This design comes from an exercise in tuning for small area, a short achievable clock period and few clock cycles on the open sky130 flow, not from production work.
Function was checked by simulation only, so behaviour that the tests miss may differ from the original.
Power is estimated from default activity; no workload was simulated.

==> inputs of run a <==
==> flow/design.v <==
`default_nettype none
package ols_pkg;
    localparam int DEPTH  = 32;
    localparam int CNT_W  = $clog2(DEPTH + 1);
    localparam int VAL_W  = 32;
    localparam int FLD_W  = 7;
    localparam int QD     = 3;
    localparam int CAP    = QD + 1;
    typedef logic signed [VAL_W-1:0] t_value;
    typedef enum logic [1:0] {
        KIND_INSERT = 2'd0,
        KIND_DELETE = 2'd1,
        KIND_SEARCH = 2'd2
    } t_kind;
    typedef enum logic [1:0] {
        ST_OK    = 2'd0,
        ST_RANGE = 2'd1,
        ST_FULL  = 2'd2
    } t_status;
    localparam int RES_W  = 2 + 2 * CNT_W;
endpackage
`default_nettype wire
`default_nettype none
module ols_cell (
    input  wire logic               i_clk,
    input  wire logic               i_hold,     
    input  wire logic               i_load,     
    input  wire logic               i_left,     
    input  wire logic               i_right,    
    input  wire ols_pkg::t_value    i_val,
    input  wire ols_pkg::t_value    i_ldata,
    input  wire ols_pkg::t_value    i_rdata,
    output ols_pkg::t_value         o_data,
    output logic                    o_eq
);
    ols_pkg::t_value r_data;
    always_ff @(posedge i_clk) begin
        r_data <= ({ols_pkg::VAL_W{i_load}}  & i_val)
                | ({ols_pkg::VAL_W{i_left}}  & i_ldata)
                | ({ols_pkg::VAL_W{i_right}} & i_rdata)
                | ({ols_pkg::VAL_W{i_hold}}  & r_data);
    end
    assign o_data = r_data;
    assign o_eq   = (r_data == i_val);
endmodule
`default_nettype wire
`default_nettype none
module ols_find (
    input  wire logic [ols_pkg::DEPTH-1:0]  i_match,
    output logic      [ols_pkg::CNT_W-1:0]  o_found
);
    localparam int LVL = $clog2(ols_pkg::DEPTH);
    logic [LVL:0][ols_pkg::DEPTH-1:0]                     w_hit;
    logic [LVL:0][ols_pkg::DEPTH-1:0][ols_pkg::CNT_W-1:0] w_pos;
    always_comb begin
        w_hit = '0;
        w_pos = '0;
        for (int i = 0; i < ols_pkg::DEPTH; i++) begin
            w_hit[0][i] = i_match[i];
            w_pos[0][i] = i_match[i] ? ols_pkg::CNT_W'(i + 1) : '0;
        end
        for (int l = 1; l <= LVL; l++) begin
            for (int n = 0; n < (ols_pkg::DEPTH >> l); n++) begin
                w_hit[l][n] = w_hit[l-1][2*n] || w_hit[l-1][2*n+1];
                w_pos[l][n] = w_hit[l-1][2*n] ? w_pos[l-1][2*n] : w_pos[l-1][2*n+1];
            end
        end
        o_found = w_pos[LVL][0];
    end
endmodule
`default_nettype wire
`default_nettype none
module ordered_list_store (
    input  wire logic                       i_clk,
    input  wire logic                       i_rst_n,
    input  wire logic                       i_in_valid,
    output logic                            o_in_stall,
    input  wire logic [1:0]                 i_kind,
    input  wire logic [ols_pkg::FLD_W-1:0]  i_position,
    input  wire ols_pkg::t_value            i_value,
    output logic                            o_out_valid,
    input  wire logic                       i_out_stall,
    output logic [1:0]                      o_status,
    output logic [ols_pkg::FLD_W-1:0]       o_found_at,
    output logic [ols_pkg::FLD_W-1:0]       o_length
);
    localparam int DEPTH = ols_pkg::DEPTH;
    localparam int CNT_W = ols_pkg::CNT_W;
    localparam int FLD_W = ols_pkg::FLD_W;
    localparam int QD    = ols_pkg::QD;
    logic               r_stall;
    logic [2:0]         r_owed;       
    logic               w_acc;
    logic               w_take;
    assign o_in_stall = r_stall;
    assign w_acc      = i_rst_n && i_in_valid && !r_stall;
    logic               w_op_valid;
    logic [1:0]         w_op_kind;
    logic [FLD_W-1:0]   w_op_pos;
    ols_pkg::t_value    w_op_val;
    assign w_op_valid = w_acc;
    assign w_op_kind  = i_kind;
    assign w_op_pos   = i_position;
    assign w_op_val   = i_value;
    logic [CNT_W-1:0]   r_count;
    logic [CNT_W-1:0]   r_count_p1;   
    logic [CNT_W-1:0]   r_count_m1;   
    logic               r_full;       
    logic               r_full_m1;    
    logic [CNT_W-1:0]   w_count;
    logic               w_pzero;
    logic               w_full;
    logic               w_ins;
    logic               w_del;
    logic               w_srch;
    logic               w_ins_rng;
    logic               w_del_rng;
    logic               w_ins_ok;
    logic               w_del_ok;
    logic               w_ins_sh;
    logic               w_del_sh;
    ols_pkg::t_status   w_op_status;
    assign w_pzero   = (w_op_pos == '0);
    assign w_full    = r_full;
    assign w_ins     = (w_op_kind == ols_pkg::KIND_INSERT);
    assign w_del     = (w_op_kind == ols_pkg::KIND_DELETE);
    assign w_srch    = (w_op_kind == ols_pkg::KIND_SEARCH);
    assign w_ins_rng = w_pzero || (w_op_pos > FLD_W'(r_count_p1));
    assign w_del_rng = w_pzero || (w_op_pos > FLD_W'(r_count));
    assign w_ins_ok  = w_ins && !w_ins_rng && !w_full;
    assign w_del_ok  = w_del && !w_del_rng;
    assign w_ins_sh  = w_op_valid && w_ins && !w_full;
    assign w_del_sh  = w_op_valid && w_del;
    always_comb begin
        w_op_status = ols_pkg::ST_OK;
        if (w_ins) begin
            if (w_ins_rng) begin
                w_op_status = ols_pkg::ST_RANGE;
            end else if (w_full) begin
                w_op_status = ols_pkg::ST_FULL;
            end
        end else if (w_del) begin
            if (w_del_rng) begin
                w_op_status = ols_pkg::ST_RANGE;
            end
        end else if (!w_srch) begin
            w_op_status = ols_pkg::ST_RANGE;
        end
    end
    assign w_count = w_ins_ok ? r_count_p1 : (w_del_ok ? r_count_m1 : r_count);
    always_ff @(posedge i_clk) begin
        if (!i_rst_n) begin
            r_count    <= '0;
            r_count_p1 <= CNT_W'(1);
            r_count_m1 <= '1;
            r_full     <= 1'b0;
            r_full_m1  <= 1'b0;
        end else if (w_op_valid) begin
            if (w_ins_ok) begin
                r_count    <= r_count_p1;
                r_count_p1 <= r_count_p1 + 1'b1;
                r_count_m1 <= r_count;
                r_full     <= r_full_m1;
                r_full_m1  <= (r_count_p1 == CNT_W'(DEPTH - 1));
            end else if (w_del_ok) begin
                r_count    <= r_count_m1;
                r_count_p1 <= r_count;
                r_count_m1 <= r_count_m1 - 1'b1;
                r_full     <= 1'b0;
                r_full_m1  <= r_full;
            end
        end
    end
    logic [DEPTH-1:0]                         w_hold;
    logic [DEPTH-1:0]                         w_load;
    logic [DEPTH-1:0]                         w_left;
    logic [DEPTH-1:0]                         w_right;
    logic [DEPTH-1:0]                         w_live;
    logic [DEPTH-1:0]                         w_eq;
    logic [DEPTH-1:0][ols_pkg::VAL_W-1:0]     w_data;
    logic [4:0]         w_pm1;
    logic               w_pin;
    logic [3:0]         w_hlt1;
    logic [3:0]         w_heq1;
    logic [7:0]         w_lle1;
    always_comb begin
        w_pm1 = 5'(w_op_pos - 1'b1);
        w_pin = !w_pzero && (w_op_pos <= FLD_W'(DEPTH));
        for (int g = 0; g < 4; g++) begin
            w_hlt1[g] = w_pin && (w_pm1[4:3] < 2'(g));
            w_heq1[g] = w_pin && (w_pm1[4:3] == 2'(g));
        end
        for (int k = 0; k < 8; k++) begin
            w_lle1[k] = (w_pm1[2:0] <= 3'(k));
        end
    end
    logic               r_s_valid;
    logic               r_s_ins;      
    logic               r_s_del;      
    logic               r_s_srch;
    logic [3:0]         r_s_hlt;      
    logic [3:0]         r_s_heq;      
    logic [7:0]         r_s_lle;      
    ols_pkg::t_value    r_s_val;
    ols_pkg::t_status   r_s_status;
    logic [CNT_W-1:0]   r_s_length;
    always_ff @(posedge i_clk) begin
        r_s_valid  <= i_rst_n && w_op_valid;
        r_s_ins    <= w_ins_sh;
        r_s_del    <= w_del_sh;
        r_s_srch   <= w_srch;
        r_s_hlt    <= w_hlt1;
        r_s_heq    <= w_heq1;
        r_s_lle    <= w_lle1;
        r_s_val    <= w_op_val;
        r_s_status <= w_op_status;
        r_s_length <= w_count;
    end
    logic [DEPTH:0]     w_s_le;
    always_comb begin
        w_s_le[0] = 1'b0;
        for (int j = 1; j <= DEPTH; j++) begin
            w_s_le[j] = r_s_hlt[(j-1)/8] || (r_s_heq[(j-1)/8] && r_s_lle[(j-1)%8]);
        end
    end
    always_comb begin
        for (int i = 0; i < DEPTH; i++) begin
            w_hold[i]  = !((r_s_ins || r_s_del) && w_s_le[i+1]);
            w_load[i]  = r_s_ins && w_s_le[i+1] && !w_s_le[i];
            w_left[i]  = r_s_ins && w_s_le[i];
            w_right[i] = r_s_del && w_s_le[i+1];
            w_live[i]  = r_s_srch && (CNT_W'(i) < r_count);
        end
    end
    for (genvar i = 0; i < DEPTH; i++) begin : g_cell
        ols_pkg::t_value w_l;
        ols_pkg::t_value w_r;
        if (i == 0) begin : g_first
            assign w_l = r_s_val;
        end else begin : g_mid_l
            assign w_l = w_data[i-1];
        end
        if (i == DEPTH - 1) begin : g_last
            assign w_r = w_data[i];
        end else begin : g_mid_r
            assign w_r = w_data[i+1];
        end
        ols_cell u_cell (
            .i_clk   (i_clk),
            .i_hold  (w_hold[i]),
            .i_load  (w_load[i]),
            .i_left  (w_left[i]),
            .i_right (w_right[i]),
            .i_val   (r_s_val),
            .i_ldata (w_l),
            .i_rdata (w_r),
            .o_data  (w_data[i]),
            .o_eq    (w_eq[i])
        );
    end
    logic               r_b_valid;
    ols_pkg::t_status   r_b_status;
    logic [CNT_W-1:0]   r_b_length;
    logic [DEPTH-1:0]   r_b_match;
    logic [CNT_W-1:0]   w_found;
    logic [ols_pkg::RES_W-1:0] w_res;
    always_ff @(posedge i_clk) begin
        r_b_valid  <= i_rst_n && r_s_valid;
        r_b_status <= r_s_status;
        r_b_length <= r_s_length;
        r_b_match  <= w_eq & w_live;
    end
    ols_find u_find (
        .i_match (r_b_match),
        .o_found (w_found)
    );
    assign w_res = {r_b_status, w_found, r_b_length};
    logic               r_out_valid;
    logic [ols_pkg::RES_W-1:0] r_out;
    logic [QD-1:0][ols_pkg::RES_W-1:0] r_q;
    logic [QD-1:0]      r_rd;         
    logic [QD-1:0]      r_wr;         
    logic [1:0]         r_occ;        
    logic               w_out_free;
    logic               w_have;
    logic               w_qne;
    logic [ols_pkg::RES_W-1:0] w_head;
    assign w_qne      = (r_occ != 2'd0);
    assign w_out_free = !r_out_valid || !i_out_stall;
    assign w_take     = r_out_valid && !i_out_stall;
    assign w_have     = w_qne || r_b_valid;
    always_comb begin
        w_head = w_res;
        for (int k = 0; k < QD; k++) begin
            if (w_qne && r_rd[k]) begin
                w_head = r_q[k];
            end
        end
    end
    always_ff @(posedge i_clk) begin
        if (w_out_free) begin
            r_out <= w_head;
        end
        for (int k = 0; k < QD; k++) begin
            if (r_b_valid && r_wr[k]) begin
                r_q[k] <= w_res;
            end
        end
    end
    always_ff @(posedge i_clk) begin
        if (!i_rst_n) begin
            r_out_valid <= 1'b0;
            r_rd        <= QD'(1);
            r_wr        <= QD'(1);
            r_occ       <= '0;
        end else begin
            if (w_out_free) begin
                r_out_valid <= w_have;
            end
            if (w_out_free && w_have) begin
                r_rd <= {r_rd[QD-2:0], r_rd[QD-1]};
            end
            if (r_b_valid) begin
                r_wr <= {r_wr[QD-2:0], r_wr[QD-1]};
            end
            r_occ <= r_occ + 2'(r_b_valid) - 2'(w_out_free && w_have);
        end
    end
    always_ff @(posedge i_clk) begin
        if (!i_rst_n) begin
            r_owed  <= '0;
            r_stall <= 1'b0;
        end else begin
            r_owed  <= r_owed + 3'(w_acc) - 3'(w_take);
            r_stall <= ((r_owed == 3'(ols_pkg::CAP)) && !w_take)
                    || ((r_owed == 3'(ols_pkg::CAP - 1)) && w_acc && !w_take);
        end
    end
    assign o_out_valid = r_out_valid;
    assign o_status    = r_out[2*CNT_W +: 2];
    assign o_found_at  = FLD_W'(r_out[CNT_W +: CNT_W]);
    assign o_length    = FLD_W'(r_out[0 +: CNT_W]);
endmodule
`default_nettype wire
==> flow/flow/run.sh <==
#!/bin/bash
# The standard ORFS layout (standard.sh, standard synthesis unchanged) with two changes:
#  - the port buffers are sky130_fd_sc_hd__buf_4 instead of the delay cell buffer_ports picks
#    by default, so the paths from the inputs and to the outputs are not slowed by them;
#  - timing repair may resize a cell to one of another footprint (MATCH_CELL_FOOTPRINT 0).
# make's full output goes to standard.log here; ORFS keeps each step's log under orfs/logs/.
set -euo pipefail
bash standard.sh MATCH_CELL_FOOTPRINT=0 "BUFFER_PORTS_ARGS=-buffer_cell sky130_fd_sc_hd__buf_4" finish > standard.log 2>&1
==> flow/standard.sh <==
#!/bin/bash
# synth_recipe.tcl (not shown) runs the flow's synth.tcl, then flattens the netlist and writes it again
# the make line also repeats each setting of config.mk as NAME=value (left out here)
make -C /OpenROAD-flow-scripts/flow DESIGN_CONFIG=/design/flow/config.mk WORK_HOME=/design/flow/orfs CLKGATE_MAP_FILE= SYNTH_SCRIPT=/design/flow/synth_recipe.tcl "${@:-finish}"
==> flow/config.mk <==
export PLATFORM = sky130hd
export DESIGN_NAME = ordered_list_store
export DESIGN_NICKNAME = ordered_list_store
export VERILOG_FILES = /design/flow/design.v
export SDC_FILE = /design/flow/constraint.sdc
export NUM_CORES = 4
export LEC_CHECK = 0
export CAP_MARGIN = 20
export CELL_PAD_IN_SITES_DETAIL_PLACEMENT = 1
export CELL_PAD_IN_SITES_GLOBAL_PLACEMENT = 1
export CORE_MARGIN = 2
export CORE_UTILIZATION = 45
export CTS_CLUSTER_DIAMETER = 300
export CTS_CLUSTER_SIZE = 20
export SETUP_SLACK_MARGIN = 2.6
export SLEW_MARGIN = 20
==> flow/constraint.sdc <==
create_clock -name core_clock -period 5.0 [get_ports {i_clk}]
set_input_delay 1.0000 -clock core_clock [delete_from_list [all_inputs] [get_ports {i_clk}]]
set_output_delay 1.0000 -clock core_clock [all_outputs]
set_load 0.01 [all_outputs]
==> run b (differences from run a) <==
--- a/flow/design.v
+++ b/flow/design.v
@@ -50,21 +50,11 @@
     output logic      [ols_pkg::CNT_W-1:0]  o_found
 );
-    localparam int LVL = $clog2(ols_pkg::DEPTH);
-    logic [LVL:0][ols_pkg::DEPTH-1:0]                     w_hit;
-    logic [LVL:0][ols_pkg::DEPTH-1:0][ols_pkg::CNT_W-1:0] w_pos;
     always_comb begin
-        w_hit = '0;
-        w_pos = '0;
-        for (int i = 0; i < ols_pkg::DEPTH; i++) begin
-            w_hit[0][i] = i_match[i];
-            w_pos[0][i] = i_match[i] ? ols_pkg::CNT_W'(i + 1) : '0;
-        end
-        for (int l = 1; l <= LVL; l++) begin
-            for (int n = 0; n < (ols_pkg::DEPTH >> l); n++) begin
-                w_hit[l][n] = w_hit[l-1][2*n] || w_hit[l-1][2*n+1];
-                w_pos[l][n] = w_hit[l-1][2*n] ? w_pos[l-1][2*n] : w_pos[l-1][2*n+1];
+        o_found = '0;
+        for (int i = ols_pkg::DEPTH - 1; i >= 0; i--) begin
+            if (i_match[i]) begin
+                o_found = ols_pkg::CNT_W'(i + 1);
             end
         end
-        o_found = w_pos[LVL][0];
     end
 endmodule
@@ -179,19 +169,22 @@
     logic [DEPTH-1:0]                         w_eq;
     logic [DEPTH-1:0][ols_pkg::VAL_W-1:0]     w_data;
-    logic [4:0]         w_pm1;
-    logic               w_pin;
-    logic [3:0]         w_hlt1;
-    logic [3:0]         w_heq1;
-    logic [7:0]         w_lle1;
+    logic [DEPTH:0]     w_le;
+    logic               w_top;
+    logic [3:0]         w_hlt;
+    logic [3:0]         w_heq;
+    logic [7:0]         w_lle;
     always_comb begin
-        w_pm1 = 5'(w_op_pos - 1'b1);
-        w_pin = !w_pzero && (w_op_pos <= FLD_W'(DEPTH));
+        w_top = (w_op_pos[6:5] == 2'd0);
         for (int g = 0; g < 4; g++) begin
-            w_hlt1[g] = w_pin && (w_pm1[4:3] < 2'(g));
-            w_heq1[g] = w_pin && (w_pm1[4:3] == 2'(g));
+            w_hlt[g] = (w_op_pos[4:3] < 2'(g));
+            w_heq[g] = (w_op_pos[4:3] == 2'(g));
         end
         for (int k = 0; k < 8; k++) begin
-            w_lle1[k] = (w_pm1[2:0] <= 3'(k));
+            w_lle[k] = (w_op_pos[2:0] <= 3'(k));
         end
+        for (int j = 0; j < DEPTH; j++) begin
+            w_le[j] = !w_pzero && w_top && (w_hlt[j/8] || (w_heq[j/8] && w_lle[j%8]));
+        end
+        w_le[DEPTH] = !w_pzero && (w_top || (w_op_pos == FLD_W'(DEPTH)));
     end
     logic               r_s_valid;
@@ -199,7 +192,5 @@
     logic               r_s_del;      
     logic               r_s_srch;
-    logic [3:0]         r_s_hlt;      
-    logic [3:0]         r_s_heq;      
-    logic [7:0]         r_s_lle;      
+    logic [DEPTH:1]     r_s_le;
     ols_pkg::t_value    r_s_val;
     ols_pkg::t_status   r_s_status;
@@ -210,7 +201,5 @@
         r_s_del    <= w_del_sh;
         r_s_srch   <= w_srch;
-        r_s_hlt    <= w_hlt1;
-        r_s_heq    <= w_heq1;
-        r_s_lle    <= w_lle1;
+        r_s_le     <= w_le[DEPTH:1];
         r_s_val    <= w_op_val;
         r_s_status <= w_op_status;
@@ -218,10 +207,5 @@
     end
     logic [DEPTH:0]     w_s_le;
-    always_comb begin
-        w_s_le[0] = 1'b0;
-        for (int j = 1; j <= DEPTH; j++) begin
-            w_s_le[j] = r_s_hlt[(j-1)/8] || (r_s_heq[(j-1)/8] && r_s_lle[(j-1)%8]);
-        end
-    end
+    assign w_s_le = {r_s_le, 1'b0};
     always_comb begin
         for (int i = 0; i < DEPTH; i++) begin
==> flow/run.sh (new file) <==
#!/bin/bash
# synth_recipe.tcl (not shown) runs the flow's synth.tcl, then flattens the netlist and writes it again
# the make line also repeats each setting of config.mk as NAME=value (left out here)
make -C /OpenROAD-flow-scripts/flow DESIGN_CONFIG=/design/flow/config.mk WORK_HOME=/design/flow/orfs CLKGATE_MAP_FILE= SYNTH_SCRIPT=/design/flow/synth_recipe.tcl finish
removed: flow/flow/run.sh
removed: flow/standard.sh
==> run c (differences from run a) <==
--- a/flow/design.v
+++ b/flow/design.v
@@ -198,5 +198,5 @@
     logic               r_s_ins;      
     logic               r_s_del;      
-    logic               r_s_srch;
+    logic [DEPTH-1:0]   r_s_live;     
     logic [3:0]         r_s_hlt;      
     logic [3:0]         r_s_heq;      
@@ -209,5 +209,7 @@
         r_s_ins    <= w_ins_sh;
         r_s_del    <= w_del_sh;
-        r_s_srch   <= w_srch;
+        for (int i = 0; i < DEPTH; i++) begin
+            r_s_live[i] <= w_srch && (CNT_W'(i) < r_count);
+        end
         r_s_hlt    <= w_hlt1;
         r_s_heq    <= w_heq1;
@@ -230,5 +232,5 @@
             w_left[i]  = r_s_ins && w_s_le[i];
             w_right[i] = r_s_del && w_s_le[i+1];
-            w_live[i]  = r_s_srch && (CNT_W'(i) < r_count);
+            w_live[i]  = r_s_live[i];
         end
     end
==> flow/run.sh (new file) <==
#!/bin/bash
# synth_recipe.tcl (not shown) runs the flow's synth.tcl, then flattens the netlist and writes it again
# the make line also repeats each setting of config.mk as NAME=value (left out here)
make -C /OpenROAD-flow-scripts/flow DESIGN_CONFIG=/design/flow/config.mk WORK_HOME=/design/flow/orfs CLKGATE_MAP_FILE= SYNTH_SCRIPT=/design/flow/synth_recipe.tcl finish
removed: flow/flow/run.sh
removed: flow/standard.sh
==> qor summary <==
item	run c	run a	run b
Fraction of post-synthesis cell area in the top cell type by area	38.6%	38.0%	38.6%
Inserted Clock Buffers	72	70	71
XOR/XNOR share of the synthesized area	14.6%	14.9%	14.8%
Actual transition at the worst max-transition pin	1.02 ns	1.29 ns	1.13 ns
VDD IR-drop max	0.000290 V	0.000271 V	0.000272 V
Sw Share	37.2%	37.5%	37.2%
Die X	374 um	372 um	372 um
Fin Hold WS	0.331 ns	0.336 ns	0.332 ns
Cell area after placement	63800 um^2	62700 um^2	63000 um^2
Number of sequential storage elements	1243	1212	1230
CP max stage cell	sky130_fd_sc_hd__nor4_2	sky130_fd_sc_hd__or4_4	sky130_fd_sc_hd__dfxtp_4
Die boundary height	374 um	372 um	372 um
Result of the run	complete, no violations	complete, no violations	complete, no violations
Portion of netlist area occupied by mux cells	0.118%	0.189%	0.315%
Worst setup path start	r_s_val[1]$_DFF_P_	r_s_val[19]$_DFF_P_	r_s_val[3]$_DFF_P_
Multi-input gate count	4995	4982	4955
Testbench counts of run a, summed over its fixed seeds: cycles 12,024.
Testbench counts of run b, summed over its fixed seeds: cycles 12,024.
Testbench counts of run c, summed over its fixed seeds: cycles 12,024.

[separate check: timing with driven ports]
The results above use ideal ports. As a check the final layouts listed here were re-extracted and re-timed, cells and wires unchanged.
Step 1 sets driving cells, clkbuf_16 on the clock port and buf_2 on the other inputs (assumed; they add their load-dependent delay and slew).
Step 2 adds t to the input delays and takes it off the output delays; t is the mean of the earliest and latest rising clock arrival at the registers after step 1. Input paths then give back, and output paths get back, about the clock's delay inside the block.
Three values: ideal ports, drivers, drivers and shift; two values: the first two.
| run | t, ns | slack for setup (ns) | worst register clock-pin slew, ns | worst data-port slew with drivers (ns) | cell pins on the clock port's net |
|---|---|---|---|---|---|
| run a | 0.791 | 2.485 / 2.485 / 2.002 | 0.10 / 0.10 | 0.04 | 1 |
| run b | 0.784 | 2.487 / 2.487 / 1.910 | 0.10 / 0.10 | 0.05 | 1 |
| run c | 0.797 | 2.525 / 2.456 / 1.942 | 0.10 / 0.10 | 0.07 | 1 |
After both steps every run listed still meets setup and hold. For run c, which loses most, drivers alone change the setup slack by -0.069 ns; drivers and shift together by -0.583 ns.
